This is an optimization exercise on Yosys and OpenROAD, whose aim is small area, not a production implementation. Only simulation tests tie the RTL to the original design; equivalence was not proved. Power and IR drop assume default switching activity.

<file path="flow/design.v">
`timescale 1ns/1ps
`default_nettype none
module game_top #(
    parameter logic [5:0] DEADLINE_START = 6'd15,
    parameter int         ITEM_SIZE      = 32
) (
    input  logic        posclk,
    input  logic        rst,
    input  logic        left,
    input  logic        right,
    input  logic        down,
    input  logic        up,
    input  logic        start,
    input  logic [2:0]  diff,
    output logic [10:0] block_x,
    output logic [9:0]  block_y,
    output logic [49:0] layer_top,
    output logic [43:0] item_x,
    output logic [39:0] item_y,
    output logic [3:0]  collected,
    output logic [5:0]  count,
    output logic        reminder1,
    output logic        reminder2,
    output logic        lose,
    output logic        win
);
    function automatic logic [10:0] add11(input logic [10:0] a, input logic [10:0] b,
                                          input logic ci);
        logic       c;
        logic [10:0] s;
        begin
            c = ci;
            for (int i = 0; i < 11; i++) begin
                s[i] = a[i] ^ b[i] ^ c;
                c    = (a[i] & b[i]) | (c & (a[i] ^ b[i]));
            end
            add11 = s;
        end
    endfunction
    function automatic logic [9:0] add10(input logic [9:0] a, input logic [9:0] b);
        logic [10:0] s;
        begin
            s     = add11({1'b0, a}, {1'b0, b}, 1'b0);
            add10 = s[9:0];
        end
    endfunction
    function automatic logic [4:0] add5(input logic [4:0] a, input logic [4:0] b);
        logic       c;
        logic [4:0] s;
        begin
            c = 1'b0;
            for (int i = 0; i < 5; i++) begin
                s[i] = a[i] ^ b[i] ^ c;
                c    = (a[i] & b[i]) | (c & (a[i] ^ b[i]));
            end
            add5 = s;
        end
    endfunction
    logic [10:0] bx;           
    logic [9:0]  by;
    logic [49:0] prev_top;
    logic [2:0]  spd;
    logic [2:0]  speed;
    logic [4:0]  wrap;         
    logic [4:0]  wrap_prev;    
    logic [54:0] bdist;        
    always_comb begin
        case (diff)
            3'b000:  speed = 3'd1;
            3'b001:  speed = 3'd2;
            3'b010:  speed = 3'd3;
            3'b100:  speed = 3'd4;
            default: speed = 3'd2;
        endcase
    end
    always_comb begin
        for (int i = 0; i < 5; i++) begin
            wrap_prev[i] = spd != 3'd0 && prev_top[10*i +: 10] >= 10'd765;
            bdist[11*i +: 11] = add11({1'b0, by}, ~{1'b0, prev_top[10*i +: 10]}, 1'b1);
            if (wrap_prev[i])
                layer_top[10*i +: 10] = 10'd10;
            else
                layer_top[10*i +: 10] = add10(prev_top[10*i +: 10], {7'd0, spd});
            wrap[i] = layer_top[10*i +: 10] >= 10'd765;
        end
    end
    always_ff @(posedge posclk) begin
        if (rst) begin
            prev_top <= {10'd830, 10'd660, 10'd500, 10'd320, 10'd150};
            spd      <= 3'd0;
        end else begin
            prev_top <= layer_top;
            spd      <= speed;
        end
    end
    logic [3:0] cnt;
    logic       dec;
    logic       tick;
    logic [4:0] cnt_dec;
    assign cnt_dec   = add5({1'b0, cnt}, {5{tick}});
    assign tick      = (wrap[1] | wrap[3]) & start & (cnt != 4'd0);
    assign count     = {2'b00, cnt};
    assign reminder1 = dec ? cnt <= 4'd9 : cnt <= 4'd10;
    assign reminder2 = dec ? cnt <= 4'd4 : cnt <= 4'd5;
    assign lose      = dec ? cnt == 4'd0 : cnt <= 4'd1;
    always_ff @(posedge posclk) begin
        if (rst) begin
            cnt <= DEADLINE_START[3:0];
            dec <= 1'b0;
        end else begin
            cnt <= cnt_dec[3:0];
            dec <= tick;
        end
    end
    logic [10:0] x_next;
    logic [10:0] x_sum;
    logic [10:0] x_step;
    logic [9:0]  y_next;
    logic [10:0] y_sum;
    logic [9:0]  y_step;
    logic        landed;
    logic        respawn;
    logic [10:0] d;
    logic [4:0]  c5;
    logic [4:0]  s5;
    logic [3:0]  land_s;
    logic [4:0]  land_k;
    logic        land_jump;
    logic        land_last;
    logic [4:0]  jump_ok;
    logic [4:0]  solid;
    assign block_x = bx;
    assign block_y = by;
    always_comb begin
        solid[0] = bx < 11'd300 || bx > 11'd418;
        solid[1] = bx < 11'd900 || bx > 11'd1168;
        solid[2] = bx < 11'd580 || bx > 11'd768;
        solid[3] = solid[0];
        solid[4] = solid[1];
        jump_ok[1] = bx > 11'd295 && bx < 11'd423;
        jump_ok[0] = bx > 11'd895 && bx < 11'd1173;
        jump_ok[3] = bx > 11'd575 && bx < 11'd773;
        jump_ok[2] = jump_ok[0];
        jump_ok[4] = jump_ok[1];
        c5        = 5'd5 - {2'b00, spd};
        landed    = 1'b0;
        land_s    = 4'd0;
        land_jump = 1'b0;
        land_last = 1'b0;
        for (int l = 0; l < 5; l++) begin
            d  = bdist[11*l +: 11];
            s5 = add5(d[4:0], c5);
            if (!landed && !wrap_prev[l] && d >= 11'd2011 && d <= 11'd2025
                && s5 <= 5'd10 && solid[l]) begin
                landed    = 1'b1;
                land_s    = s5[3:0];
                land_jump = jump_ok[l];
                land_last = (l == 4);
            end
        end
        respawn = by >= 10'd758;
        if (left && !right)
            x_step = 11'h7f7;                  
        else if (right && !left)
            x_step = 11'd9;
        else
            x_step = 11'd0;
        x_sum = add11(bx, x_step, 1'b0);
        if (respawn)
            x_next = 11'd700;
        else if (left && !right && bx < 11'd19)
            x_next = 11'd10;
        else if (right && !left && bx > 11'd1227)
            x_next = 11'd1236;
        else
            x_next = x_sum;
        land_k = 5'd5 - {1'b0, land_s};        
        if (landed && up && land_jump)
            y_step = 10'h338;                  
        else if (landed && up && land_last)
            y_step = 10'h3ba;                  
        else if (landed && up)
            y_step = 10'h39c;                  
        else if (landed)
            y_step = {{5{land_k[4]}}, land_k};
        else if (down)
            y_step = 10'd16;                   
        else
            y_step = 10'd7;                    
        y_sum = add11({1'b0, by}, {1'b0, y_step}, 1'b0);
        if (landed) begin
            if (up && ((land_jump && by < 10'd210) || (!land_jump && land_last && by < 10'd80)
                       || (!land_jump && !land_last && by < 10'd110)))
                y_next = 10'd10;
            else
                y_next = y_sum[9:0];
        end else if (respawn) begin
            y_next = 10'd10;
        end else if ((down && by == 10'd0) || (!down && by < 10'd10)) begin
            y_next = 10'd17;
        end else begin
            y_next = y_sum[9:0];
        end
    end
    always_ff @(posedge posclk) begin
        if (rst) begin
            bx <= 11'd140;
            by <= 10'd200;
        end else begin
            bx <= x_next;
            by <= y_next;
        end
    end
    logic [3:0]  coll;
    logic [3:0]  snap;
    logic [3:0]  hit;
    logic [3:0]  xwin;
    logic [39:0] ride;
    logic [43:0] ldist;
    logic [10:0] ld;
    logic        yhit;
    assign ride  = {prev_top[19:10], prev_top[49:40], prev_top[29:20], prev_top[9:0]};
    assign ldist = {bdist[21:11], bdist[54:44], bdist[32:22], bdist[10:0]};
    assign xwin[0] = bx > 11'd68  && bx < 11'd132;
    assign xwin[1] = bx > 11'd868 && bx < 11'd932;
    assign xwin[2] = bx > 11'd118 && bx < 11'd182;
    assign xwin[3] = bx > 11'd568 && bx < 11'd632;
    always_comb begin
        for (int i = 0; i < 4; i++) begin
            if (coll[i])
                item_y[10*i +: 10] = 10'd900;
            else if (snap[i])
                item_y[10*i +: 10] = 10'd10;
            else
                item_y[10*i +: 10] = add10(ride[10*i +: 10], 10'h3d8);    
            ld = ldist[11*i +: 11];
            if (snap[i])
                yhit = by < 10'd42;
            else if (ride[10*i +: 10] >= 10'd40)
                yhit = ld >= 11'd1977 && ld <= 11'd2039;
            else
                yhit = ld >= 11'd953 && ld <= 11'd1015;
            hit[i] = !coll[i] && xwin[i] && yhit;
        end
    end
    assign item_x[10:0]  = coll[0] ? 11'd900  : 11'd100;
    assign item_x[21:11] = coll[1] ? 11'd1100 : 11'd900;
    assign item_x[32:22] = coll[2] ? 11'd900  : 11'd150;
    assign item_x[43:33] = coll[3] ? 11'd1100 : 11'd600;
    assign collected = coll;
    assign win = &coll;
    always_ff @(posedge posclk) begin
        for (int i = 0; i < 4; i++) begin
            if (rst) begin
                coll[i] <= 1'b0;
                snap[i] <= 1'b0;
            end else begin
                coll[i] <= coll[i] | hit[i];
                snap[i] <= !snap[i] && (ride[10*i +: 10] < 10'd40 || ride[10*i +: 10] >= 10'd798);
            end
        end
    end
endmodule
`default_nettype wire
</file>
<file path="flow/flow/run.sh">
#!/bin/bash
# Standard layout, but the port buffers use the smallest buffer cell.
set -euo pipefail
export BUFFER_PORTS_ARGS="-buffer_cell sky130_fd_sc_hd__buf_1"
bash standard.sh finish > standard_flow.log 2>&1
</file>
<file path="flow/standard.sh">
#!/bin/bash
# synth_recipe.tcl (not shown) runs the flow's synth.tcl, then flattens the netlist and writes it again
# the make line also repeats each setting of config.mk as NAME=value (left out here)
make -C /OpenROAD-flow-scripts/flow DESIGN_CONFIG=/design/flow/config.mk WORK_HOME=/design/flow/orfs CLKGATE_MAP_FILE= SYNTH_SCRIPT=/design/flow/synth_recipe.tcl "${@:-finish}"
</file>
<file path="flow/config.mk">
export PLATFORM = sky130hd
export DESIGN_NAME = game_top
export DESIGN_NICKNAME = game_top
export VERILOG_FILES = /design/flow/design.v
export SDC_FILE = /design/flow/constraint.sdc
export NUM_CORES = 4
export LEC_CHECK = 0
export CAP_MARGIN = 20
export CORE_MARGIN = 2
export CORE_UTILIZATION = 40
export SLEW_MARGIN = 20
</file>
<file path="flow/constraint.sdc">
create_clock -name core_clock -period 10.0 [get_ports {posclk}]
set_input_delay 2.0000 -clock core_clock [delete_from_list [all_inputs] [get_ports {posclk}]]
set_output_delay 2.0000 -clock core_clock [all_outputs]
set_load 0.01 [all_outputs]
</file>
==> results of run 1 <==
-- flip-flops by register name, indices dropped and copies added (netlist names) --
signal    count
bx           11
by           10
cnt           4
coll          4
dec           1
prev_top     50
snap          4
spd           3
-- cells by family (layout without fill, tap and decap cells) --
group | Yosys count | count (layout) | synth area share, %
xor gates and xnor gates | 28 | 28 | 2.78
buffers and inverters | 199 | 300 | 10.4
other | 2 | 27 | 0.0850
muxes | 3 | 3 | 0.354
AOI/OAI and AO/OA | 185 | 185 | 14.8
and+or+nand+nor | 328 | 328 | 21.0
adders and majority gates | 165 | 165 | 30.9
DFF | 87 | 87 | 19.7
-- cells in the final DEF (no fill, tap or decap), types with 22 or more instances in the layout --
| cell type | n |
|---|---|
| buf_1 | 150 |
| inv_1 | 125 |
| fa_1 | 89 |
| dfxtp_1 | 87 |
| ha_1 | 76 |
| nor2_1 | 53 |
| a21oi_1 | 45 |
| o21ai_0 | 44 |
| nand2_1 | 39 |
| and2_1 | 38 |
| or2_2 | 31 |
| nor2b_1 | 28 |
| nor3_1 | 28 |
| conb_1 | 27 |
| xnor2_1 | 23 |
| and3_1 | 22 |
-- worst min-delay path, stage by stage (launching register included) --
cell,delay [ns]
dfxtp_1,0.34
a31oi_1,0.17
nor3_1,0.05
-- layout make-up --
class	count	area share, %
Inverter	126	4.85
Tap cell	280	3.60
Multi-Input combinational cell	736	64.3
Clock inverter	7	0.668
Sequential cell	87	17.9
Timing Repair Buffer	158	6.37
Clock buffer	9	2.31
-- stage by stage --
stage,total power [mW],setup slack (ns),area [um^2],utilization [%]
2_1_floorplan,1.49,1.45,8930,-
3_3_place_gp,1.83,0.930,9450,43.4
3_5_place_dp,1.85,0.804,9450,43.4
4_1_cts,2.20,0.786,9740,44.8
5_1_grt,2.40,0.243,9740,44.8
6_report,2.18,0.770,9740,44.8
-- per-layer routing --
layer  vias to the layer above  share of wire, %  global-route usage, %
met1                      3519                44                   28.0
met2                       225                48                   34.7
met5                         -                 0                      0
li1                       3581                 -                      -
met4                         0               2.3                   6.79
met3                        35               5.4                   3.81
-- final timing paths --
path                     start  endpoint  cells after the start
setup / recovery         by[0]     by[9]                     39
hold / removal    prev_top[48]   snap[2]                      2
setup reg to reg         by[0]     by[9]                     39
hold reg to reg   prev_top[48]   snap[2]                      2
-- power by group through the flow --
| stage | sequential [mW] | combinational, mW | clock [mW] |
|---|---|---|---|
| 2_1_floorplan | 0.502 | 0.985 | 0 |
| 3_3_place_gp | 0.536 | 1.30 | 0 |
| 3_5_place_dp | 0.535 | 1.31 | 0 |
| 4_1_cts | 0.527 | 1.32 | 0.352 |
| 5_1_grt | 0.543 | 1.49 | 0.367 |
| 6_report | 0.527 | 1.31 | 0.343 |
==> results.sh, run 1 <==
export IMPL_intPower_mw=1.13
export IMPL_die_w_um=153
export IMPL_die_h_um=153
export IMPL_seq_area_frac_synth_pct=19.7
export IMPL_start_util_pct=40.6
export IMPL_yosys_area_top_type_share_pct=20.2
export IMPL_vias_per_cell=5.25
export IMPL_rsz0062_at_grt="false"
export IMPL_critPathCaptureType="register"
export IMPL_rows=54
export IMPL_ant_nets=0
export IMPL_synth_edf_count=0
export IMPL_grt_use_total_pct=21.0
export IMPL_cts_buffers=9
export IMPL_holdWs_ns=0.608
export IMPL_syn_inst=997
export IMPL_pwr_share_seq_pct=24.2
export IMPL_crit_slowest_cell="nor3b_4"
export IMPL_clk_pin_slew_ns=0.07
export IMPL_cp_max_fo=14
export IMPL_cts_hold_buf=0
export IMPL_grt_pass1_vias=7257
export IMPL_slowest_delay_ns=0.54
export IMPL_yosys_warnings=1
export IMPL_crit_family="adder cells"
export IMPL_synth_common_cells="inv_1 (126), fa_1 (89), dfxtp_1 (87)"
export IMPL_drt_iter0_markers=341
export IMPL_antenna_found_initial=0
export IMPL_switching_share_pct=48.4
export IMPL_wl_per_cell_um=17.2
export IMPL_p_clk_share_pct=15.7
export IMPL_synth_seq_cells=87
export IMPL_fin_nets=1293
export IMPL_worstHoldPathType="reg2reg"
export IMPL_synthArstFlopShare_pct=0
export IMPL_crit_path_frequent_cell="fa_1"
export IMPL_slew_headroom_pct=32.6
export IMPL_core_area_um2=21800
export IMPL_ys_top_cells_by_area="fa_1 (20%), dfxtp_1 (20%), ha_1 (11%), inv_1 (5.4%), buf_4 (3.7%)"
export IMPL_port_buffers=151
export IMPL_gr_total_overflow=0
export IMPL_clk_path_buf_depth=2
export IMPL_fillers=2194
export IMPL_post_cts_resized=0
export IMPL_cts_setup_buffers=0
export IMPL_crit_type="reg2reg"
export IMPL_switching_power_mw=1.06
export IMPL_globalplace_congestion=0.940
export IMPL_tns_ns=0
export IMPL_worstMarginPinSlew_ns=1.01
export IMPL_yosysTopAreaCell="fa_1"
export IMPL_critPathLaunchType="register"
export IMPL_yosysMostFrequentCell="inv_1"
export IMPL_post_dp_hpwl_um=18700
export IMPL_die_area_um2=23300
export IMPL_htreeDepth=3
export IMPL_multi_input_area_um2=6270
export IMPL_postSynthAreaPerCell_um2=8.86
export IMPL_skew_ns=0.00666
export IMPL_root_buffer="clkbuf_16"
export IMPL_rrSetupSlack_ns=0.77
export IMPL_cts_sinks=87
export IMPL_grt_start_max_net_pins=50
export IMPL_fin_cells=1403
export IMPL_combPwrFrac_pct=60.1
export IMPL_finalSetupViolCount=0
export IMPL_synthToLayoutAreaGrowth_pct=10.3
export IMPL_min_period_ns=9.23
export IMPL_drv_slew=0
export IMPL_cap_violations=0
export IMPL_cts_tree="built"
export IMPL_vias=7360
export IMPL_drive_gt1_share_pct=6.95
export IMPL_yosys_most_used_dff="dfxtp_1"
export IMPL_diodes=0
export IMPL_fmax_mhz=108
export IMPL_status="no timing/DRC/antenna violations"
export IMPL_wl_um=24100
export IMPL_placedCellCount=1387
export IMPL_drcViolationCount=0
export IMPL_io_pins=179
export IMPL_hold_violations=0
export IMPL_cp_num_buf_inv=9
export IMPL_netlist_area_um2=8840
export IMPL_regArea_um2=1740
export IMPL_power_density_nw_per_um2=224
export IMPL_grt_pass1_wl_um=39200
export IMPL_p_leak_nw=4.25
export IMPL_synth_cell_types=80
export IMPL_clock_latency_ns=0.36
export IMPL_ir_drop_mv=0.0918
export IMPL_worstPathArrival_ns=9.46
export IMPL_dr_pass1_iters=5
export IMPL_cp_required_ns=10.23
export IMPL_fin_crit_sh_pct=92.3
==> run 2, diff against run 1 <==
==> flow/run.sh (new file) <==
#!/bin/bash
# synth_recipe.tcl (not shown) runs the flow's synth.tcl, then flattens the netlist and writes it again
# the make line also repeats each setting of config.mk as NAME=value (left out here)
make -C /OpenROAD-flow-scripts/flow DESIGN_CONFIG=/design/flow/config.mk WORK_HOME=/design/flow/orfs CLKGATE_MAP_FILE= SYNTH_SCRIPT=/design/flow/synth_recipe.tcl finish
removed: flow/flow/run.sh
removed: flow/standard.sh
==> run 2 against run 1 <==
Worst hold slack improved by 0.0077 ns. Still clean. Sequential share of layout area down 1.5 points. Global-route usage increased by 0.15 points. Combinational power increased by 9%. Routed wire length is 0.76% higher. Die area unchanged. Core utilization up 4.2 points. Critical path type unchanged. Clock skew grew 0.0050 ns. Sequential power barely moved. Flip-flop and latch count is the same. Non-clock buffer count shrank 1. Worst setup slack lost 0.0047 ns. Largest power group unchanged.
==> results.sh, run 2 <==
export IMPL_die_h_um=153
export IMPL_vias=7335
export IMPL_yosysTopAreaCell="fa_1"
export IMPL_crit_family="adder cells"
export IMPL_fin_nets=1292
export IMPL_yosysMostFrequentCell="inv_1"
export IMPL_cts_sinks=87
export IMPL_synthArstFlopShare_pct=0
export IMPL_fin_crit_sh_pct=92.3
export IMPL_root_buffer="clkbuf_16"
export IMPL_critPathLaunchType="register"
export IMPL_gr_total_overflow=0
export IMPL_netlist_area_um2=8840
export IMPL_fillers=2126
export IMPL_io_pins=179
export IMPL_ir_drop_mv=0.103
export IMPL_pwr_share_seq_pct=23.1
export IMPL_worstMarginPinSlew_ns=1.04
export IMPL_drcViolationCount=0
export IMPL_clk_pin_slew_ns=0.07
export IMPL_min_period_ns=9.23
export IMPL_yosys_most_used_dff="dfxtp_1"
export IMPL_fmax_mhz=108
export IMPL_diodes=0
export IMPL_slowest_delay_ns=0.55
export IMPL_switching_power_mw=1.04
export IMPL_hold_violations=0
export IMPL_start_util_pct=40.6
export IMPL_p_clk_share_pct=14.1
export IMPL_cp_required_ns=10.22
export IMPL_cp_num_buf_inv=6
export IMPL_drive_gt1_share_pct=6.70
export IMPL_port_buffers=151
export IMPL_crit_path_frequent_cell="fa_1"
export IMPL_cts_setup_buffers=0
export IMPL_yosys_area_top_type_share_pct=20.2
export IMPL_wl_per_cell_um=17.3
export IMPL_post_dp_hpwl_um=18900
export IMPL_die_w_um=153
export IMPL_die_area_um2=23300
export IMPL_power_density_nw_per_um2=213
export IMPL_multi_input_area_um2=6270
export IMPL_largest_register="prev_top"
export IMPL_p_leak_nw=4.63
export IMPL_totalPowerFinal_mw=2.27
export IMPL_crit_type="reg2reg"
export IMPL_critPathCaptureType="register"
export IMPL_yosys_warnings=1
export IMPL_seq_area_frac_synth_pct=19.7
export IMPL_reg_largest_list="prev_top (50), bx (11), by (10)"
export IMPL_finalSetupViolCount=0
export IMPL_post_cts_resized=0
export IMPL_largest_register_ff_count=50
export IMPL_clock_latency_ns=0.35
export IMPL_cts_hold_buf=0
export IMPL_rows=54
export IMPL_grt_start_max_net_pins=50
export IMPL_clk_path_buf_depth=2
export IMPL_rsz0062_at_grt="false"
export IMPL_antenna_found_initial=0
export IMPL_drv_slew=0
export IMPL_vias_per_cell=5.24
export IMPL_cts_buffers=9
export IMPL_synth_common_cells="inv_1 (126), fa_1 (89), dfxtp_1 (87)"
export IMPL_regArea_um2=1740
export IMPL_drt_iter0_markers=436
export IMPL_synth_edf_count=0
export IMPL_postSynthAreaPerCell_um2=8.86
export IMPL_tns_ns=0
export IMPL_globalplace_congestion=0.934
export IMPL_cts_tree="built"
export IMPL_combPwrFrac_pct=62.8
export IMPL_grt_pass1_vias=7266
export IMPL_ant_nets=0
export IMPL_wl_um=24300
export IMPL_worstPathArrival_ns=9.45
export IMPL_final_common_cell="clkdlybuf4s50_1"
export IMPL_htreeDepth=3
export IMPL_final_cell_mix="clkdlybuf4s50_1 (150), inv_1 (125), fa_1 (89)"
export IMPL_synthToLayoutAreaGrowth_pct=20.5
export IMPL_syn_inst=997
export IMPL_cap_violations=0
export IMPL_skew_ns=0.0117
export IMPL_ys_top_cells_by_area="fa_1 (20%), dfxtp_1 (20%), ha_1 (11%), inv_1 (5.4%), buf_4 (3.7%)"
export IMPL_worstHoldPathType="reg2reg"
export IMPL_slew_headroom_pct=30.5
export IMPL_intPower_mw=1.23
export IMPL_dr_pass1_iters=5
export IMPL_grt_pass1_wl_um=39800
export IMPL_synth_cell_types=80
export IMPL_status="no timing/DRC/antenna violations"
export IMPL_cp_max_fo=7
export IMPL_switching_share_pct=45.8
export IMPL_crit_slowest_cell="or4_1"
export IMPL_core_area_um2=21800
export IMPL_grt_use_total_pct=21.2
export IMPL_synth_seq_cells=87
[run 2: cell counts after synthesis]
No cell type changed its count.
[run 2: cell type report]
cell class / count / share of cell area (%)
repair buffers: 157 / 14.6
clock inverters: 3 / 0.200
inverters: 126 / 4.44
multi-input cells: 736 / 58.9
flip-flops and latches: 87 / 16.4
clock buffers: 11 / 2.28
well taps: 280 / 3.29
[run 2: cells by family (layout without fill, tap and decap cells)]
| group | count (synthesis) | after routing | share of synthesized area, % |
|---|---|---|---|
| AO/OA/AOI/OAI | 185 | 185 | 14.8 |
| XOR/XNOR | 28 | 28 | 2.78 |
| other | 2 | 27 | 0.0850 |
| flip-flops | 87 | 87 | 19.7 |
| buffers and inverters | 199 | 297 | 10.4 |
| multiplexers | 3 | 3 | 0.354 |
| adder cells (fa/ha/maj) | 165 | 165 | 30.9 |
| AND/OR/NAND/NOR | 328 | 328 | 21.0 |
[run 2: worst min-delay path, delay by kind of cell, from the launching register on]
| kind | cells | cell delay [ns] |
|---|---|---|
| DFF | 1 | 0.36 |
| and+or+nand+nor | 2 | 0.13 |
| xor gates and xnor gates | 1 | 0.08 |
[run 2: path summary, 6_finish.rpt]
| path | from | slack (ns) | cells past startpoint | endpoint |
|---|---|---|---|---|
| worst max-delay path | by[1] | 0.77 | 36 | by[9] |
| worst min register to register | prev_top[39] | 0.62 | 3 | prev_top[39] |
| worst max register to register | by[1] | 0.77 | 36 | by[9] |
| worst min-delay path | prev_top[39] | 0.62 | 3 | prev_top[39] |
[run 2: routing by layer]
metal | vias to the layer above | track usage (%) | wire (um)
li1 | 3577 | - | -
met1 | 3536 | 29.1 | 11100
met2 | 204 | 36.0 | 11600
met5 | - | 0 | 0
met3 | 18 | 2.47 | 1190
met4 | 0 | 4.59 | 289
[run 2: per-stage QoR]
stage	utilization [%]	instance area (um^2)	setup slack [ns]	std cells	hold slack, ns
global placement	47.7	10400	0.994	1386	0.598
detailed placement	47.7	10400	0.775	1386	0.603
CTS	48.9	10600	0.757	1400	0.611
floorplan	-	8930	1.45	1022	0.558
global route	49.0	10700	0.270	1400	0.668
finish	49.0	10700	0.765	1400	0.616
[run 2: power by group through the flow]
stage / clock network, mW / registers (mW) / logic, mW
6_report: 0.321 / 0.524 / 1.43
5_1_grt: 0.340 / 0.539 / 1.60
4_1_cts: 0.326 / 0.525 / 1.43
3_5_place_dp: 0 / 0.533 / 1.43
3_3_place_gp: 0 / 0.534 / 1.41
2_1_floorplan: 0 / 0.502 / 0.985
==> run 3, diff against run 2 <==
--- a/flow/design.v
+++ b/flow/design.v
@@ -63,7 +63,8 @@
     logic [2:0]  speed;
     logic [4:0]  wrap;         
     logic [4:0]  wrap_prev;    
-    logic [54:0] bdist;        
+    logic [54:0] gap_e;        
+    logic [10:0] nby;
     always_comb begin
         case (diff)
             3'b000:  speed = 3'd1;
@@ -73,10 +74,11 @@
             default: speed = 3'd2;
         endcase
     end
+    assign nby = ~{1'b0, by};
     always_comb begin
         for (int i = 0; i < 5; i++) begin
             wrap_prev[i] = spd != 3'd0 && prev_top[10*i +: 10] >= 10'd765;
-            bdist[11*i +: 11] = add11({1'b0, by}, ~{1'b0, prev_top[10*i +: 10]}, 1'b1);
+            gap_e[11*i +: 11] = add11({1'b0, prev_top[10*i +: 10]}, nby, 1'b0);
             if (wrap_prev[i])
                 layer_top[10*i +: 10] = 10'd10;
             else
@@ -120,11 +122,9 @@
     logic [9:0]  y_step;
     logic        landed;
     logic        respawn;
-    logic [10:0] d;
-    logic [4:0]  c5;
-    logic [4:0]  s5;
-    logic [3:0]  land_s;
-    logic [4:0]  land_k;
+    logic [10:0] e;
+    logic [4:0]  f5;
+    logic [4:0]  land_f;
     logic        land_jump;
     logic        land_last;
     logic [4:0]  jump_ok;
@@ -142,18 +142,17 @@
         jump_ok[3] = bx > 11'd575 && bx < 11'd773;
         jump_ok[2] = jump_ok[0];
         jump_ok[4] = jump_ok[1];
-        c5        = 5'd5 - {2'b00, spd};
         landed    = 1'b0;
-        land_s    = 4'd0;
+        land_f    = 5'd0;
         land_jump = 1'b0;
         land_last = 1'b0;
         for (int l = 0; l < 5; l++) begin
-            d  = bdist[11*l +: 11];
-            s5 = add5(d[4:0], c5);
-            if (!landed && !wrap_prev[l] && d >= 11'd2011 && d <= 11'd2025
-                && s5 <= 5'd10 && solid[l]) begin
+            e  = gap_e[11*l +: 11];
+            f5 = add5(e[4:0], {2'b00, spd});
+            if (!landed && !wrap_prev[l] && e >= 11'd22 && e <= 11'd36
+                && (f5 >= 5'd26 || f5 <= 5'd4) && solid[l]) begin
                 landed    = 1'b1;
-                land_s    = s5[3:0];
+                land_f    = f5;
                 land_jump = jump_ok[l];
                 land_last = (l == 4);
             end
@@ -174,7 +173,6 @@
             x_next = 11'd1236;
         else
             x_next = x_sum;
-        land_k = 5'd5 - {1'b0, land_s};        
         if (landed && up && land_jump)
             y_step = 10'h338;                  
         else if (landed && up && land_last)
@@ -182,12 +180,12 @@
         else if (landed && up)
             y_step = 10'h39c;                  
         else if (landed)
-            y_step = {{5{land_k[4]}}, land_k};
+            y_step = {{5{land_f[4]}}, land_f};    
         else if (down)
             y_step = 10'd16;                   
         else
             y_step = 10'd7;                    
-        y_sum = add11({1'b0, by}, {1'b0, y_step}, 1'b0);
+        y_sum = add11({1'b0, by}, {1'b0, y_step}, landed && !up);
         if (landed) begin
             if (up && ((land_jump && by < 10'd210) || (!land_jump && land_last && by < 10'd80)
                        || (!land_jump && !land_last && by < 10'd110)))
@@ -216,11 +214,11 @@
     logic [3:0]  hit;
     logic [3:0]  xwin;
     logic [39:0] ride;
-    logic [43:0] ldist;
-    logic [10:0] ld;
+    logic [43:0] item_e;
+    logic [10:0] ie;
     logic        yhit;
     assign ride  = {prev_top[19:10], prev_top[49:40], prev_top[29:20], prev_top[9:0]};
-    assign ldist = {bdist[21:11], bdist[54:44], bdist[32:22], bdist[10:0]};
+    assign item_e = {gap_e[21:11], gap_e[54:44], gap_e[32:22], gap_e[10:0]};
     assign xwin[0] = bx > 11'd68  && bx < 11'd132;
     assign xwin[1] = bx > 11'd868 && bx < 11'd932;
     assign xwin[2] = bx > 11'd118 && bx < 11'd182;
@@ -233,13 +231,13 @@
                 item_y[10*i +: 10] = 10'd10;
             else
                 item_y[10*i +: 10] = add10(ride[10*i +: 10], 10'h3d8);    
-            ld = ldist[11*i +: 11];
+            ie = item_e[11*i +: 11];
             if (snap[i])
                 yhit = by < 10'd42;
             else if (ride[10*i +: 10] >= 10'd40)
-                yhit = ld >= 11'd1977 && ld <= 11'd2039;
-            else
-                yhit = ld >= 11'd953 && ld <= 11'd1015;
+                yhit = ie >= 11'd8 && ie <= 11'd70;
+            else
+                yhit = ie >= 11'd1032 && ie <= 11'd1094;
             hit[i] = !coll[i] && xwin[i] && yhit;
         end
     end
==> flow/flow/run.sh (new file) <==
#!/bin/bash
# Standard layout, but the port buffers use the smallest buffer cell and the clock
# tree uses clkbuf_8 without dummy loads.
set -euo pipefail
export BUFFER_PORTS_ARGS="-buffer_cell sky130_fd_sc_hd__buf_1"
export CTS_ARGS="-sink_clustering_enable -repair_clock_nets -buf_list sky130_fd_sc_hd__clkbuf_8 -dont_use_dummy_load"
bash standard.sh finish > standard_flow.log 2>&1
==> flow/standard.sh (new file) <==
#!/bin/bash
# synth_recipe.tcl (not shown) runs the flow's synth.tcl, then flattens the netlist and writes it again
# the make line also repeats each setting of config.mk as NAME=value (left out here)
make -C /OpenROAD-flow-scripts/flow DESIGN_CONFIG=/design/flow/config.mk WORK_HOME=/design/flow/orfs CLKGATE_MAP_FILE= SYNTH_SCRIPT=/design/flow/synth_recipe.tcl "${@:-finish}"
removed: flow/run.sh
==> run 3 against run 2 <==
Still clean. Routed wire length fell by 1.0%. Non-clock buffer count is 6 higher. Synthesized area fell by 0.31%. Core utilization is 4.6 points lower. Cell count rose by 1.4%. Critical path depth is 1 lower. Total power shrank 14%. Global-route usage hardly changed. Register-to-register slack got worse by 0.22 ns. Via count increased by 2.5%. Sequential power increased by 7.4%. Clock power decreased by 37%. Critical endpoint unchanged.
==> results.sh, run 3 <==
export IMPL_status="no timing/DRC/antenna violations"
export IMPL_grt_pass1_wl_um=39300
export IMPL_combPwrFrac_pct=60.6
export IMPL_largest_register_ff_count=50
export IMPL_vias=7516
export IMPL_clk_path_buf_depth=2
export IMPL_cts_hold_buf=0
export IMPL_grt_pass1_vias=7265
export IMPL_die_w_um=152
export IMPL_p_clk_share_pct=10.4
export IMPL_place_area_um2=9420
export IMPL_root_buffer="clkbuf_8"
export IMPL_dr_pass1_iters=5
export IMPL_wl_um=24000
export IMPL_drcViolationCount=0
export IMPL_critPathLaunchType="register"
export IMPL_gr_total_overflow=0
export IMPL_min_period_ns=9.45
export IMPL_io_pins=179
export IMPL_postSynthAreaPerCell_um2=8.67
export IMPL_crit_type="reg2reg"
export IMPL_syn_inst=1016
export IMPL_port_buffers=151
export IMPL_diodes=0
export IMPL_rows=54
export IMPL_pwr_share_seq_pct=29.0
export IMPL_fin_crit_sh_pct=94.5
export IMPL_final_area_um2=9620
export IMPL_dpl_worst_slack_ns=0.453
export IMPL_crit_path_frequent_cell="fa_1"
export IMPL_worst_slack_ns=0.547
export IMPL_largest_register="prev_top"
export IMPL_fin_cells=1419
export IMPL_worstPathArrival_ns=9.76
export IMPL_antenna_found_initial=0
export IMPL_skew_ns=0.0215
export IMPL_cts_sinks=87
export IMPL_cp_required_ns=10.31
export IMPL_synthToLayoutAreaGrowth_pct=9.22
export IMPL_post_dp_hpwl_um=18500
export IMPL_switching_power_mw=0.954
export IMPL_cap_violations=0
export IMPL_synth_edf_count=0
export IMPL_fmax_mhz=106
export IMPL_synth_seq_cells=87
export IMPL_seq_area_frac_synth_pct=19.8
export IMPL_yosysTopAreaCell="dfxtp_1"
export IMPL_drive_gt1_share_pct=5.53
export IMPL_grt_start_max_net_pins=44
export IMPL_ant_nets=0
export IMPL_grt_use_total_pct=21.2
export IMPL_clk_pin_slew_ns=0.09
export IMPL_reg_largest_list="prev_top (50), bx (11), by (10)"
export IMPL_yosys_area_top_type_share_pct=19.8
export IMPL_worstMarginPinSlew_ns=0.868
export IMPL_cts_tree="built"
export IMPL_hold_violations=0
export IMPL_yosys_most_used_dff="dfxtp_1"
export IMPL_final_common_cell="buf_1"
export IMPL_fillers=2214
export IMPL_yosysMostFrequentCell="inv_1"
export IMPL_cts_buffers=9
export IMPL_finalSetupViolCount=0
export IMPL_intPower_mw=0.991
export IMPL_wl_per_cell_um=16.9
export IMPL_fin_nets=1314
export IMPL_cp_max_fo=8
export IMPL_die_area_um2=23200
export IMPL_switching_share_pct=49.0
export IMPL_yosys_warnings=1
export IMPL_netlist_area_um2=8810
export IMPL_ys_top_cells_by_area="dfxtp_1 (20%), fa_1 (19%), ha_1 (11%), inv_1 (5.6%), buf_4 (3.7%)"
export IMPL_synth_common_cells="inv_1 (132), dfxtp_1 (87), fa_1 (85)"
export IMPL_start_util_pct=40.6
export IMPL_critPathCaptureType="register"
export IMPL_die_h_um=152
export IMPL_slew_headroom_pct=42.1
export IMPL_synth_cell_types=75
export IMPL_final_cell_mix="buf_1 (150), inv_1 (131), dfxtp_1 (87)"
export IMPL_power_density_nw_per_um2=202
export IMPL_placedCellCount=1404
export IMPL_clock_latency_ns=0.39
export IMPL_drt_iter0_markers=402
export IMPL_vias_per_cell=5.30
export IMPL_p_leak_nw=4.24
export IMPL_drv_slew=0
export IMPL_crit_slowest_cell="fa_1"
export IMPL_tns_ns=0
export IMPL_core_area_um2=21700
export IMPL_worstHoldPathType="reg2reg"
export IMPL_synthArstFlopShare_pct=0
export IMPL_globalplace_congestion=0.922
export IMPL_ir_drop_mv=0.0985
export IMPL_slowest_delay_ns=0.50
export IMPL_htreeDepth=3
## run 3: changes by cell type after synthesis, sizes merged, moves of 11 or more
cell,delta
a21oi,-14
and2,+11
nor2b,-24
nor3,+13
or2,-11
## run 3: cell type report
cell class / count / area, um^2 / area share (%)
Inverter: 132 / 499 / 5.19
Timing Repair Buffer: 163 / 656 / 6.81
Multi-Input combinational cell: 748 / 6250 / 65.0
Clock buffer: 9 / 124 / 1.29
Tap cell: 280 / 350 / 3.64
Sequential cell: 87 / 1740 / 18.1
## run 3: per-stage QoR
step                total power, mW  hold slack [ns]  utilization (%)
detailed placement             1.72            0.542             43.4
finish                         1.94            0.533             44.4
CTS                            1.93            0.540             44.0
global route                   2.15            0.589             44.4
global placement               1.70            0.541             43.4
floorplan                      1.41            0.502                -
## run 3: path summary, 6_finish.rpt
path	startpoint	to	slack, ns	cells past startpoint
worst max register to register	by[1]	by[9]	0.55	35
worst min-delay path	prev_top[18]	snap[3]	0.53	2
worst min register to register	prev_top[18]	snap[3]	0.53	2
worst max-delay path	by[1]	by[9]	0.55	35
## run 3: kinds of logic after synthesis
kind of cell	after synthesis	synth area share, %
xor+xnor	23	2.29
simple gates	354	22.6
flops	87	19.8
fa+ha+maj	163	30.4
mux	4	0.526
other cells	2	0.0853
buf+inv	206	10.7
compound gates	177	13.7
## run 3: power groups by stage
| stage | Sequential (mW) | Clock [mW] | Combinational [mW] |
|---|---|---|---|
| floorplan | 0.498 | 0 | 0.909 |
| global placement | 0.570 | 0 | 1.13 |
| detailed placement | 0.572 | 0 | 1.15 |
| CTS | 0.563 | 0.209 | 1.16 |
| global route | 0.581 | 0.221 | 1.34 |
| finish | 0.563 | 0.202 | 1.18 |
## run 3: layer usage
layer | global-route usage (%) | up-vias | share of wire [%]
met3 | 3.47 | 23 | 5.4
met2 | 34.3 | 241 | 46
met1 | 30.1 | 3573 | 47
li1 | - | 3679 | -
met4 | 4.05 | 0 | 1.4
met5 | 0 | - | 0
## run 3: repair_timing
| item | CTS | global route |
|---|---|---|
| gates resized for setup | 0 | 6 |
| setup buffers | 0 | 6 |
| endpoints found under the setup margin | 0 | 1 |
## run 3: critical path, delay by kind of cell (launching register included)
kind / cells / cell delay, ns
AOI/OAI and AO/OA: 3 / 0.45
xor gates and xnor gates: 1 / 0.15
DFF: 1 / 0.49
and+or+nand+nor: 6 / 1.62
buffers and inverters: 7 / 0.70
adders and majority gates: 18 / 5.94
==> run 4, diff against run 3 <==
==> flow/flow/run.sh (replaced) <==
#!/bin/bash
# Standard layout, but the port buffers use the smallest buffer cell and the clock
# tree uses small buffers without dummy loads.
set -euo pipefail
export BUFFER_PORTS_ARGS="-buffer_cell sky130_fd_sc_hd__buf_1"
export CTS_ARGS="-sink_clustering_enable -repair_clock_nets -buf_list {sky130_fd_sc_hd__clkbuf_4 sky130_fd_sc_hd__clkbuf_8} -root_buf sky130_fd_sc_hd__clkbuf_8 -dont_use_dummy_load"
bash standard.sh finish > standard_flow.log 2>&1
==> run 4 against run 3 <==
Still clean on timing, DRC and antenna. Worst setup slack stayed put. Sequential share of layout area stayed put. Critical path type unchanged. Clock power barely moved. Largest power group unchanged. Global-route usage unchanged. Synthesized area unchanged. Critical path depth did not move. Core utilization unchanged.
==> results.sh, run 4 <==
export IMPL_status="no timing/DRC/antenna violations"
export IMPL_fin_nets=1314
export IMPL_syn_inst=1016
export IMPL_yosys_most_used_dff="dfxtp_1"
export IMPL_crit_path_frequent_cell="fa_1"
export IMPL_io_pins=179
export IMPL_synth_seq_cells=87
export IMPL_fillers=2214
export IMPL_cp_max_fo=8
export IMPL_die_w_um=152
export IMPL_drcViolationCount=0
export IMPL_antenna_found_initial=0
export IMPL_rows=54
export IMPL_p_leak_nw=4.24
export IMPL_pwr_share_seq_pct=29.0
export IMPL_largest_register_ff_count=50
export IMPL_hold_violations=0
export IMPL_port_buffers=151
export IMPL_grt_use_total_pct=21.2
export IMPL_cts_sinks=87
export IMPL_synth_cell_types=75
export IMPL_start_util_pct=40.6
export IMPL_drt_iter0_markers=402
export IMPL_clock_latency_ns=0.39
export IMPL_placedCellCount=1404
export IMPL_min_period_ns=9.45
export IMPL_ir_drop_mv=0.0985
export IMPL_reg_largest_list="prev_top (50), bx (11), by (10)"
export IMPL_worstHoldPathType="reg2reg"
export IMPL_switching_share_pct=49.0
export IMPL_slowest_delay_ns=0.50
export IMPL_synth_common_cells="inv_1 (132), dfxtp_1 (87), fa_1 (85)"
export IMPL_vias=7516
export IMPL_synthToLayoutAreaGrowth_pct=9.22
export IMPL_combPwrFrac_pct=60.6
export IMPL_critPathCaptureType="register"
export IMPL_dr_pass1_iters=5
export IMPL_fin_crit_sh_pct=94.5
export IMPL_clk_pin_slew_ns=0.09
export IMPL_fin_cells=1419
export IMPL_cp_required_ns=10.31
export IMPL_power_density_nw_per_um2=202
export IMPL_skew_ns=0.0215
export IMPL_tns_ns=0
export IMPL_crit_type="reg2reg"
export IMPL_die_h_um=152
export IMPL_synthArstFlopShare_pct=0
export IMPL_yosys_warnings=1
export IMPL_grt_start_max_net_pins=44
export IMPL_die_area_um2=23200
export IMPL_yosysTopAreaCell="dfxtp_1"
export IMPL_grt_pass1_vias=7265
export IMPL_wl_um=24000
export IMPL_totalPowerFinal_mw=1.94
export IMPL_diodes=0
export IMPL_switching_power_mw=0.954
export IMPL_grt_pass1_wl_um=39300
export IMPL_finalSetupViolCount=0
export IMPL_netlist_area_um2=8810
export IMPL_drv_slew=0
export IMPL_fmax_mhz=106
export IMPL_p_clk_share_pct=10.4
export IMPL_seq_area_frac_synth_pct=19.8
export IMPL_wl_per_cell_um=16.9
export IMPL_critPathLaunchType="register"
export IMPL_ys_top_cells_by_area="dfxtp_1 (20%), fa_1 (19%), ha_1 (11%), inv_1 (5.6%), buf_4 (3.7%)"
export IMPL_globalplace_congestion=0.922
export IMPL_yosysMostFrequentCell="inv_1"
export IMPL_cts_tree="built"
export IMPL_cts_hold_buf=0
export IMPL_drive_gt1_share_pct=5.53
export IMPL_htreeDepth=3
export IMPL_postSynthAreaPerCell_um2=8.67
export IMPL_cap_violations=0
export IMPL_core_area_um2=21700
export IMPL_final_common_cell="buf_1"
export IMPL_slew_headroom_pct=42.1
export IMPL_intPower_mw=0.991
export IMPL_worstMarginPinSlew_ns=0.868
export IMPL_vias_per_cell=5.30
export IMPL_post_dp_hpwl_um=18500
export IMPL_ant_nets=0
export IMPL_gr_total_overflow=0
export IMPL_crit_slowest_cell="fa_1"
export IMPL_largest_register="prev_top"
export IMPL_synth_edf_count=0
export IMPL_finish_utilization_pct=44.4
export IMPL_clk_path_buf_depth=2
export IMPL_holdWs_ns=0.533
export IMPL_root_buffer="clkbuf_8"
export IMPL_cts_buffers=9
export IMPL_yosys_area_top_type_share_pct=19.8
export IMPL_final_cell_mix="buf_1 (150), inv_1 (131), dfxtp_1 (87)"
export IMPL_worstPathArrival_ns=9.76
run 4: metrics by stage:
stage	setup WS, ns	area [um^2]
2_1_floorplan	0.992	8900
3_3_place_gp	0.562	9420
3_5_place_dp	0.453	9420
4_1_cts	0.419	9550
5_1_grt	-0.00277	9620
6_report	0.547	9620
run 4: power groups by stage:
stage          clock, mW  combinational [mW]  sequential (mW)
3_5_place_dp           0                1.15            0.572
3_3_place_gp           0                1.13            0.570
5_1_grt            0.221                1.34            0.581
2_1_floorplan          0               0.909            0.498
6_report           0.202                1.18            0.563
4_1_cts            0.209                1.16            0.563
run 4: cells by family (layout without fill, tap and decap cells):
kind of cell,Yosys count,count (layout),share of synthesized area [%]
flip-flops,87,87,19.8
AO/OA/AOI/OAI,177,177,13.7
other,2,27,0.0853
XOR/XNOR,23,23,2.29
buffers and inverters,206,304,10.7
multiplexers,4,4,0.526
AND/OR/NAND/NOR,354,354,22.6
adder cells (fa/ha/maj),163,163,30.4
run 4: final timing paths:
kind                      from      end  slack [ns]  cells past startpoint
hold reg to reg   prev_top[18]  snap[3]        0.53                      2
hold / removal    prev_top[18]  snap[3]        0.53                      2
setup reg to reg         by[1]    by[9]        0.55                     35
setup / recovery         by[1]    by[9]        0.55                     35
run 4: layer usage:
layer	GRT usage (%)	vias to the layer above	share of wire, %
met3	3.47	23	5.4
met5	0	-	0
met4	4.05	0	1.4
met2	34.3	241	46
met1	30.1	3573	47
li1	-	3679	-
run 4: final cells by class:
type	count	area [um^2]	area share, %
repair buffers	163	656	6.81
well taps	280	350	3.64
flip-flops and latches	87	1740	18.1
clock buffers	9	124	1.29
multi-input cells	748	6250	65.0
inverters	132	499	5.19
run 4: critical path: cells and delay by family (launching register included):
| kind | cells | cell delay [ns] |
|---|---|---|
| flip-flops | 1 | 0.49 |
| XOR/XNOR | 1 | 0.15 |
| adder cells (fa/ha/maj) | 18 | 5.94 |
| AND/OR/NAND/NOR | 6 | 1.62 |
| buffers and inverters | 7 | 0.70 |
| AO/OA/AOI/OAI | 3 | 0.45 |
run 4: repair_timing:
| item | 4_1_cts | 5_1_grt |
|---|---|---|
| setup endpoints to repair | 0 | 1 |
| buffers inserted | 0 | 6 |
| gates resized for setup | 0 | 6 |
==> run 5, diff against run 4 <==
==> flow/flow/run.sh (replaced) <==
#!/bin/bash
# Standard layout, but the port buffers use the smallest buffer cell.
set -euo pipefail
export BUFFER_PORTS_ARGS="-buffer_cell sky130_fd_sc_hd__buf_1"
bash standard.sh finish > standard_flow.log 2>&1
--- a/flow/config.mk
+++ b/flow/config.mk
@@ -8,4 +8,5 @@
 export CAP_MARGIN = 20
 export CORE_MARGIN = 2
 export CORE_UTILIZATION = 40
+export CTS_BUF_LIST = sky130_fd_sc_hd__clkbuf_8
 export SLEW_MARGIN = 20
==> run 5 against run 4 <==
Maximum frequency barely moved. Critical path depth is the same. Flip-flop and latch count did not move. Global-route usage up 0.079 points. Critical path type unchanged. Routed wire length rose by 0.17%. Combinational power barely moved. Total power is 3.3% higher. Clock skew down 0.0098 ns. Register-to-register slack hardly changed.
==> results.sh, run 5 <==
export IMPL_status="no timing/DRC/antenna violations"
export IMPL_vias=7541
export IMPL_yosys_area_top_type_share_pct=19.8
export IMPL_worst_hold_startpoint="prev_top[18]"
export IMPL_yosys_most_used_dff="dfxtp_1"
export IMPL_critPathCaptureType="register"
export IMPL_p_leak_nw=4.27
export IMPL_r2r_end="by[9]"
export IMPL_worstMarginPinSlew_ns=0.887
export IMPL_tns_ns=0
export IMPL_cts_hold_buf=0
export IMPL_dr_pass1_iters=5
export IMPL_grt_start_max_net_pins=44
export IMPL_hold_path_end="snap[3]"
export IMPL_finalSetupViolCount=0
export IMPL_final_cell_mix="buf_1 (150), inv_1 (131), dfxtp_1 (87)"
export IMPL_ir_drop_mv=0.102
export IMPL_largest_register_ff_count=50
export IMPL_min_period_ns=9.44
export IMPL_final_area_um2=9700
export IMPL_grt_pass1_wl_um=39400
export IMPL_critPathLaunchType="register"
export IMPL_worstHoldPathType="reg2reg"
export IMPL_syn_inst=1016
export IMPL_synth_common_cells="inv_1 (132), dfxtp_1 (87), fa_1 (85)"
export IMPL_drcViolationCount=0
export IMPL_rows=54
export IMPL_rr_startpoint="by[1]"
export IMPL_final_common_cell="buf_1"
export IMPL_cp_num_cells=35
export IMPL_drv_slew=0
export IMPL_drive_gt1_share_pct=6.11
export IMPL_cap_violations=0
export IMPL_worstHoldPathCells=2
export IMPL_wl_per_cell_um=16.9
export IMPL_largest_register="prev_top"
export IMPL_grt_pass1_vias=7288
export IMPL_clock_latency_ns=0.40
export IMPL_drt_iter0_markers=450
export IMPL_r2r_cells=35
export IMPL_synthToLayoutAreaGrowth_pct=10.1
export IMPL_fin_crit_sh_pct=94.4
export IMPL_gr_total_overflow=0
export IMPL_placedCellCount=1404
export IMPL_crit_family="adder cells"
export IMPL_wl_um=24100
export IMPL_cp_num_buf_inv=7
export IMPL_synth_seq_cells=87
export IMPL_crit_path_frequent_cell="fa_1"
export IMPL_cp_max_fo=8
export IMPL_port_buffers=151
export IMPL_fin_cells=1426
export IMPL_place_area_um2=9420
export IMPL_yosysTopAreaCell="dfxtp_1"
export IMPL_start_util_pct=40.6
export IMPL_grt_use_total_pct=21.2
export IMPL_fillers=2200
export IMPL_rrSetupSlack_ns=0.56
export IMPL_totalPowerFinal_mw=2.01
export IMPL_reg_largest_list="prev_top (50), bx (11), by (10)"
export IMPL_clk_pin_slew_ns=0.09
export IMPL_ant_nets=0
export IMPL_globalplace_congestion=0.922
export IMPL_yosys_warnings=1
export IMPL_vias_per_cell=5.29
export IMPL_holdWs_ns=0.552
export IMPL_worstPathArrival_ns=9.76
export IMPL_netlist_area_um2=8810
export IMPL_slowest_delay_ns=0.50
export IMPL_antenna_found_initial=0
export IMPL_die_h_um=152
export IMPL_power_density_nw_per_um2=207
export IMPL_synth_cell_types=75
export IMPL_postSynthAreaPerCell_um2=8.67
export IMPL_seq_area_frac_synth_pct=19.8
export IMPL_die_w_um=152
export IMPL_htreeDepth=3
export IMPL_root_buffer="clkbuf_8"
export IMPL_slew_headroom_pct=40.8
export IMPL_synthArstFlopShare_pct=0
export IMPL_crit_type="reg2reg"
export IMPL_fmax_mhz=106
export IMPL_cts_buffers=9
export IMPL_yosysMostFrequentCell="inv_1"
export IMPL_core_area_um2=21700
export IMPL_cp_required_ns=10.32
export IMPL_diodes=0
export IMPL_post_dp_hpwl_um=18500
export IMPL_ys_top_cells_by_area="dfxtp_1 (20%), fa_1 (19%), ha_1 (11%), inv_1 (5.6%), buf_4 (3.7%)"
export IMPL_skew_ns=0.0116
export IMPL_die_area_um2=23200
export IMPL_cts_sinks=87
export IMPL_synth_edf_count=0
export IMPL_crit_slowest_cell="dfxtp_1"
export IMPL_hold_violations=0
export IMPL_fin_nets=1314
export IMPL_io_pins=179
export IMPL_clk_path_buf_depth=2
export IMPL_cts_tree="built"
-- run 5: cell counts after synthesis --
No cell type changed its count.
-- run 5: worst max-delay path by stage --
stage / from / end / slack [ns]
after global routing: by[0] / by[9] / -0.005
after detailed placement: by[1] / by[9] / 0.45
after CTS: by[1] / by[9] / 0.42
final: by[1] / by[9] / 0.56
after floorplan: by[1] / by[9] / 0.99
after global placement: by[1] / by[9] / 0.56
-- run 5: layout make-up --
type	count	area, um^2	share of cell area [%]
Inverter	132	499	5.15
Clock inverter	7	80.1	0.825
Clock buffer	9	124	1.28
Tap cell	280	350	3.61
Multi-Input combinational cell	748	6250	64.4
Timing Repair Buffer	163	656	6.76
Sequential cell	87	1740	18.0
-- run 5: cell families (layout without fill, tap and decap cells) --
| kind of cell | Yosys count | count (layout) | synth area share [%] |
|---|---|---|---|
| other cells | 2 | 27 | 0.0853 |
| mux | 4 | 4 | 0.526 |
| simple gates | 354 | 354 | 22.6 |
| flops | 87 | 87 | 19.8 |
| fa+ha+maj | 163 | 163 | 30.4 |
| buf+inv | 206 | 311 | 10.7 |
| compound gates | 177 | 177 | 13.7 |
| xor+xnor | 23 | 23 | 2.29 |
-- run 5: per-layer routing --
metal / GRT usage (%) / vias to the layer above / wire length [um] / part of all wire (%)
met2: 34.3 / 244 / 11100 / 46
met4: 4.32 / 0 / 346 / 1.4
met5: 0 / - / 0 / 0
met1: 30.2 / 3586 / 11300 / 47
li1: - / 3683 / - / -
met3: 3.47 / 28 / 1330 / 5.5
-- run 5: worst reg2reg max path: cells and delay by family (launching register included) --
kind	cells	cell delay, ns
adders and majority gates	18	5.98
and+or+nand+nor	6	1.60
buffers and inverters	7	0.71
DFF	1	0.50
AOI/OAI and AO/OA	3	0.46
xor gates and xnor gates	1	0.15
-- run 5: timing repair --
action                                  CTS  global route
endpoints found under the setup margin    0             1
resized for setup                         0             6
setup buffers                             0             6
-- run 5: stage by stage --
| step | util, % | setup slack (ns) |
|---|---|---|
| global placement | 43.4 | 0.562 |
| global route | 44.7 | -0.00540 |
| detailed placement | 43.4 | 0.453 |
| CTS | 44.4 | 0.417 |
| floorplan | - | 0.992 |
| finish | 44.7 | 0.556 |
-- run 5: where the power goes --
group / internal (mW) / total, mW / switching (mW)
clock: 0.119 / 0.266 / 0.147
combinational: 0.516 / 1.18 / 0.663
sequential: 0.395 / 0.564 / 0.169
==> run 6, diff against run 5 <==
==> flow/flow/run.sh (replaced) <==
#!/bin/bash
# Standard synthesis; its combinational logic remapped for area by ABC (the flip-flops
# stay as synthesis made them) and kept only if a SAT proof shows it equal to the
# standard netlist; then the standard layout, with the smallest buffer on the ports
# and a clkbuf_8 clock tree without dummy loads.
set -euo pipefail
export BUFFER_PORTS_ARGS="-buffer_cell sky130_fd_sc_hd__buf_1"
export CTS_ARGS="-sink_clustering_enable -repair_clock_nets -buf_list sky130_fd_sc_hd__clkbuf_8 -dont_use_dummy_load"
bash standard.sh synth > synth.log 2>&1
R=orfs/results/$FLOW_PLATFORM/game_top/base
Y=$FLOW_HOME/../tools/install/yosys/bin/yosys
LIB=$FLOW_HOME/platforms/$FLOW_PLATFORM/lib/sky130_fd_sc_hd__tt_025C_1v80.lib
cp $R/1_2_yosys.v standard_netlist.v
export REMAP_LIB=$LIB REMAP_IN=standard_netlist.v REMAP_OUT=remapped_netlist.v
export REMAP_STAT=remap_stat.txt REMAP_TOP=$FLOW_TOP
export REMAP_DONT_USE="$(cat flow/dont_use.txt)"
export REMAP_SCRIPT="+strash;&get -n;&deepsyn -T 30;&put;&get -n;&dch -f;&nf -R 1000;&put"
if "$Y" -c flow/remap.tcl > remap.log 2>&1 \
   && bash flow/equiv.sh "$Y" standard_netlist.v remapped_netlist.v "$LIB" > equiv.log 2>&1; then
    echo "remapped netlist proven equal; using it" >> remap.log
    cp remapped_netlist.v $R/1_2_yosys.v
else
    echo "remap failed or not proven; keeping the standard netlist" >> remap.log
fi
bash standard.sh finish > finish.log 2>&1
==> flow/flow/cutff.py (new file) <==
#!/usr/bin/env python3
"""Cut every flip-flop of a flat netlist: Q becomes a new input, D a new output.
usage: cutff.py in.v out.v newname"""
import re, sys
src = open(sys.argv[1]).read()
ff = re.compile(r'\n\s*(sky130_fd_sc_hd__df\w+)\s+(\\\S+|\w+)\s*\((.*?)\);', re.S)
ins, outs, assigns = [], [], []
def repl(m):
    name = m.group(2).lstrip('\\')
    pins = dict(re.findall(r'\.(\w+)\(([^()]*)\)', m.group(3)))
    key = re.sub(r'\W', '_', name)
    ins.append(f'ffq_{key}'); outs.append(f'ffd_{key}')
    assigns.append(f'  assign {pins["Q"].strip()} = ffq_{key};\n  assign ffd_{key} = {pins["D"].strip()};\n')
    return '\n'
body = ff.sub(repl, src)
m = re.search(r'module\s+(\w+)\s*\((.*?)\);', body, re.S)
ports = m.group(2).strip()
newports = ports + ', ' + ', '.join(ins + outs)
decl = ''.join(f'  input {p};\n' for p in ins) + ''.join(f'  output {p};\n' for p in outs)
body = body[:m.start()] + f'module {sys.argv[3]}({newports});\n' + decl + body[m.end():]
body = body.replace('endmodule', ''.join(assigns) + 'endmodule')
open(sys.argv[2], 'w').write(body)
print(len(ins), 'flip-flops cut')
==> flow/flow/dont_use.txt (new file) <==
sky130_fd_sc_hd__probe_p_8
sky130_fd_sc_hd__probec_p_8
sky130_fd_sc_hd__lpflow_bleeder_1
sky130_fd_sc_hd__lpflow_clkbufkapwr_1
sky130_fd_sc_hd__lpflow_clkbufkapwr_16
sky130_fd_sc_hd__lpflow_clkbufkapwr_2
sky130_fd_sc_hd__lpflow_clkbufkapwr_4
sky130_fd_sc_hd__lpflow_clkbufkapwr_8
sky130_fd_sc_hd__lpflow_clkinvkapwr_1
sky130_fd_sc_hd__lpflow_clkinvkapwr_16
sky130_fd_sc_hd__lpflow_clkinvkapwr_2
sky130_fd_sc_hd__lpflow_clkinvkapwr_4
sky130_fd_sc_hd__lpflow_clkinvkapwr_8
sky130_fd_sc_hd__lpflow_decapkapwr_12
sky130_fd_sc_hd__lpflow_decapkapwr_3
sky130_fd_sc_hd__lpflow_decapkapwr_4
sky130_fd_sc_hd__lpflow_decapkapwr_6
sky130_fd_sc_hd__lpflow_decapkapwr_8
sky130_fd_sc_hd__lpflow_inputiso0n_1
sky130_fd_sc_hd__lpflow_inputiso0p_1
sky130_fd_sc_hd__lpflow_inputiso1n_1
sky130_fd_sc_hd__lpflow_inputiso1p_1
sky130_fd_sc_hd__lpflow_inputisolatch_1
sky130_fd_sc_hd__lpflow_isobufsrc_1
sky130_fd_sc_hd__lpflow_isobufsrc_16
sky130_fd_sc_hd__lpflow_isobufsrc_2
sky130_fd_sc_hd__lpflow_isobufsrc_4
sky130_fd_sc_hd__lpflow_isobufsrc_8
sky130_fd_sc_hd__lpflow_isobufsrckapwr_16
sky130_fd_sc_hd__lpflow_lsbuf_lh_hl_isowell_tap_1
sky130_fd_sc_hd__lpflow_lsbuf_lh_hl_isowell_tap_2
sky130_fd_sc_hd__lpflow_lsbuf_lh_hl_isowell_tap_4
sky130_fd_sc_hd__lpflow_lsbuf_lh_isowell_4
sky130_fd_sc_hd__lpflow_lsbuf_lh_isowell_tap_1
sky130_fd_sc_hd__lpflow_lsbuf_lh_isowell_tap_2
sky130_fd_sc_hd__lpflow_lsbuf_lh_isowell_tap_4
sky130_fd_sc_hd__fill_1
sky130_fd_sc_hd__fill_2
sky130_fd_sc_hd__fill_4
sky130_fd_sc_hd__fill_8
*clkdlybuf*
*dlygate*
==> flow/flow/equiv.sh (new file) <==
#!/bin/bash
# usage: equiv.sh yosys std.v remapped.v lib
# Combinational equivalence of two netlists with the same flip-flops: each flip-flop
# is cut into a new input (Q) and output (D), and a SAT miter proves the logic equal.
set -euo pipefail
Y=$1; D=$(dirname "$0")
python3 "$D/cutff.py" "$2" equiv_gold.v gold
python3 "$D/cutff.py" "$3" equiv_gate.v gate
"$Y" -p "read_liberty -ignore_miss_func $4; read_verilog equiv_gold.v equiv_gate.v; flatten gold gate; opt_clean; miter -equiv -flatten -make_assert -ignore_gold_x gold gate miter; hierarchy -top miter; sat -verify -prove-asserts miter"
==> flow/flow/remap.tcl (new file) <==
# Remap the combinational logic of the standard synthesis netlist for area.
# The flip-flops are kept as they are (same instances, names and cells).
yosys -import
set lib $::env(REMAP_LIB)
set dont_use {}
foreach c $::env(REMAP_DONT_USE) { lappend dont_use -dont_use $c }
read_liberty -ignore_miss_func $lib
read_verilog $::env(REMAP_IN)
hierarchy -top $::env(REMAP_TOP)
blackbox sky130_fd_sc_hd__dfxtp_1 {*}[expr {[info exists ::env(REMAP_KEEP)] ? $::env(REMAP_KEEP) : ""}]
flatten
opt_clean -purge
abc -liberty $lib {*}$dont_use -script $::env(REMAP_SCRIPT)
opt_clean -purge
write_verilog -noattr -noexpr $::env(REMAP_OUT).raw.v
design -reset
read_liberty -lib $lib
read_verilog $::env(REMAP_OUT).raw.v
hierarchy -top $::env(REMAP_TOP)
splitnets
opt_clean -purge
hilomap -singleton -hicell sky130_fd_sc_hd__conb_1 HI -locell sky130_fd_sc_hd__conb_1 LO
insbuf -buf sky130_fd_sc_hd__buf_4 A X
check -assert
tee -o $::env(REMAP_STAT) stat -liberty $lib
write_verilog -noattr -nohex -nodec $::env(REMAP_OUT)
--- a/flow/config.mk
+++ b/flow/config.mk
@@ -8,5 +8,4 @@
 export CAP_MARGIN = 20
 export CORE_MARGIN = 2
 export CORE_UTILIZATION = 40
-export CTS_BUF_LIST = sky130_fd_sc_hd__clkbuf_8
 export SLEW_MARGIN = 20
==> run 6 against run 5 <==
Still clean. Critical path depth decreased by 2. Global-route usage is 0.94 points higher. Via count up 9.6%. Worst hold slack improved by 0.010 ns. Non-clock buffer count shrank 3. Routed wire length increased by 1.7%. Largest power group unchanged. Synthesized cell count grew 10%.
==> results.sh, run 6 <==
export IMPL_worstPathArrival_ns=8.32
export IMPL_rows=52
export IMPL_cap_violations=0
export IMPL_dr_pass1_iters=5
export IMPL_fillers=2126
export IMPL_final_area_um2=8790
export IMPL_cts_hold_buf=0
export IMPL_finalSetupViolCount=0
export IMPL_cp_max_fo=12
export IMPL_grt_pass1_wl_um=38400
export IMPL_reg_largest_list="prev_top (50), bx (11), by (10)"
export IMPL_place_area_um2=8670
export IMPL_hold_path_end="cnt[1]"
export IMPL_skew_ns=0.0256
export IMPL_cts_setup_buffers=0
export IMPL_tns_ns=0
export IMPL_worst_hold_startpoint="cnt[1]"
export IMPL_diodes=0
export IMPL_synthToLayoutAreaGrowth_pct=8.09
export IMPL_crit_type="reg2reg"
export IMPL_cts_sinks=87
export IMPL_globalplace_congestion=0.911
export IMPL_ir_drop_mv=0.0973
export IMPL_die_area_um2=21500
export IMPL_worstHoldPathType="reg2reg"
export IMPL_netlist_area_um2=8130
export IMPL_critPathCaptureType="register"
export IMPL_fmax_mhz=124
export IMPL_r2r_cells=33
export IMPL_slowest_delay_ns=0.76
export IMPL_clk_path_buf_depth=2
export IMPL_fin_crit_sh_pct=80.6
export IMPL_regArea_um2=1740
export IMPL_drv_slew=0
export IMPL_yosys_warnings=1
export IMPL_largest_register_ff_count=50
export IMPL_critPathLaunchType="register"
export IMPL_htreeDepth=3
export IMPL_vias=8263
export IMPL_drcViolationCount=0
export IMPL_clk_pin_slew_ns=0.11
export IMPL_wl_per_cell_um=16.1
export IMPL_finish_utilization_pct=43.7
export IMPL_hold_violations=0
export IMPL_p_leak_nw=3.08
export IMPL_multi_input_area_um2=5850
export IMPL_rrSetupSlack_ns=1.94
export IMPL_status="no timing/DRC/antenna violations"
export IMPL_min_period_ns=8.06
export IMPL_cp_required_ns=10.27
export IMPL_worstMarginPinSlew_ns=0.916
export IMPL_port_buffers=151
export IMPL_syn_inst=1122
export IMPL_power_density_nw_per_um2=268
export IMPL_crit_slowest_cell="dfxtp_1"
export IMPL_ant_nets=0
export IMPL_final_cell_mix="buf_1 (150), xnor2_1 (132), nor2_1 (115)"
export IMPL_start_util_pct=40.5
export IMPL_post_cts_resized=0
export IMPL_slew_headroom_pct=38.8
export IMPL_gr_total_overflow=0
export IMPL_grt_start_max_net_pins=77
export IMPL_cts_buffers=9
export IMPL_antenna_found_initial=0
export IMPL_worstHoldPathCells=1
export IMPL_postSynthAreaPerCell_um2=7.25
export IMPL_final_common_cell="buf_1"
export IMPL_largest_register="prev_top"
export IMPL_io_pins=179
export IMPL_fin_nets=1257
export IMPL_drive_gt1_share_pct=1.53
export IMPL_grt_pass1_vias=7499
export IMPL_grt_use_total_pct=22.2
export IMPL_die_w_um=147
export IMPL_vias_per_cell=5.45
export IMPL_root_buffer="clkbuf_8"
export IMPL_cts_tree="built"
export IMPL_rr_startpoint="by[3]"
export IMPL_r2r_end="by[9]"
export IMPL_post_dp_hpwl_um=17900
export IMPL_die_h_um=147
export IMPL_core_area_um2=20100
export IMPL_drt_iter0_markers=468
export IMPL_clock_latency_ns=0.40
export IMPL_wl_um=24500
export IMPL_rsz0062_at_grt="false"
[run 6: layout make-up]
class,count,share of cell area (%)
multi-input cells,961,66.5
flip-flops and latches,87,19.8
repair buffers,160,7.23
well taps,270,3.84
clock buffers,9,1.41
inverters,28,1.20
[run 6: power by group]
group	total, mW	internal (mW)	switching, mW	leakage (nW)
clock	0.204	0.0808	0.123	0.0647
combinational	1.57	0.666	0.908	2.30
sequential	0.576	0.407	0.169	0.714
[run 6: layer usage]
metal / vias to the layer above / GRT usage, % / share of wire [%]
met5: - / 0 / 0
met4: 0 / 8.93 / 2.6
met3: 44 / 2.94 / 5.5
met2: 261 / 35.4 / 45
met1: 3847 / 30.3 / 47
li1: 4111 / - / -
[run 6: worst max path at each step]
stage | startpoint | to | cells after the start
floorplan | by[0] | by[9] | 35
global placement | by[0] | by[9] | 35
detailed placement | by[3] | by[9] | 33
CTS | by[3] | by[9] | 33
global route | by[3] | by[9] | 33
finish | by[3] | by[9] | 33
[run 6: stage by stage]
stage	setup WS [ns]	hold slack [ns]	cells	total power [mW]
final	1.94	0.562	1515	2.35
after global routing	1.32	0.587	1515	2.57
after CTS	2.02	0.556	1515	2.35
after detailed placement	2.07	0.530	1506	2.14
after global placement	2.28	0.520	1506	2.12
after floorplan	2.89	0.494	1147	1.80
[run 6: worst max-delay path, delay by kind of cell (launching register included)]
kind | cells | cell delay, ns
AOI/OAI and AO/OA | 8 | 1.16
DFF | 1 | 0.76
buffers and inverters | 1 | 0.52
adders and majority gates | 7 | 2.89
and+or+nand+nor | 16 | 2.45
xor gates and xnor gates | 1 | 0.16

static timing again, ports no longer ideal:
In the flow no input, the clock included, has a driving cell. The finished layouts below were timed again as built, in two steps.
Step 1 (the two cells are an assumption about what drives the block):
set clk [get_ports {posclk}]
set_driving_cell -lib_cell sky130_fd_sc_hd__clkbuf_16 $clk
set_driving_cell -lib_cell sky130_fd_sc_hd__buf_2 [delete_from_list [all_inputs] $clk]
Step 2 also shifts input and output timing later by t, the mid clock arrival at the registers, as if the neighbouring blocks saw the same clock.
Slacks: ideal / step 1 / step 2; pairs: ideal / step 1.
run | t (ns) | slack for setup (ns) | worst setup path at the end | worst slew at a driven data input, ns
run 1 | 0.405 | 0.770 / 0.770 / 0.770 | register to register | 0.03
run 2 | 0.393 | 0.765 / 0.765 / 0.765 | register to register | 0.03
run 3 | 0.418 | 0.547 / 0.547 / 0.547 | register to register | 0.05
run 4 | 0.418 | 0.547 / 0.547 / 0.547 | register to register | 0.05
run 5 | 0.431 | 0.556 / 0.556 / 0.556 | register to register | 0.05
run 6 | 0.419 | 1.942 / 1.942 / 1.942 | register to register | 0.06
After both steps every run listed still meets setup and hold.
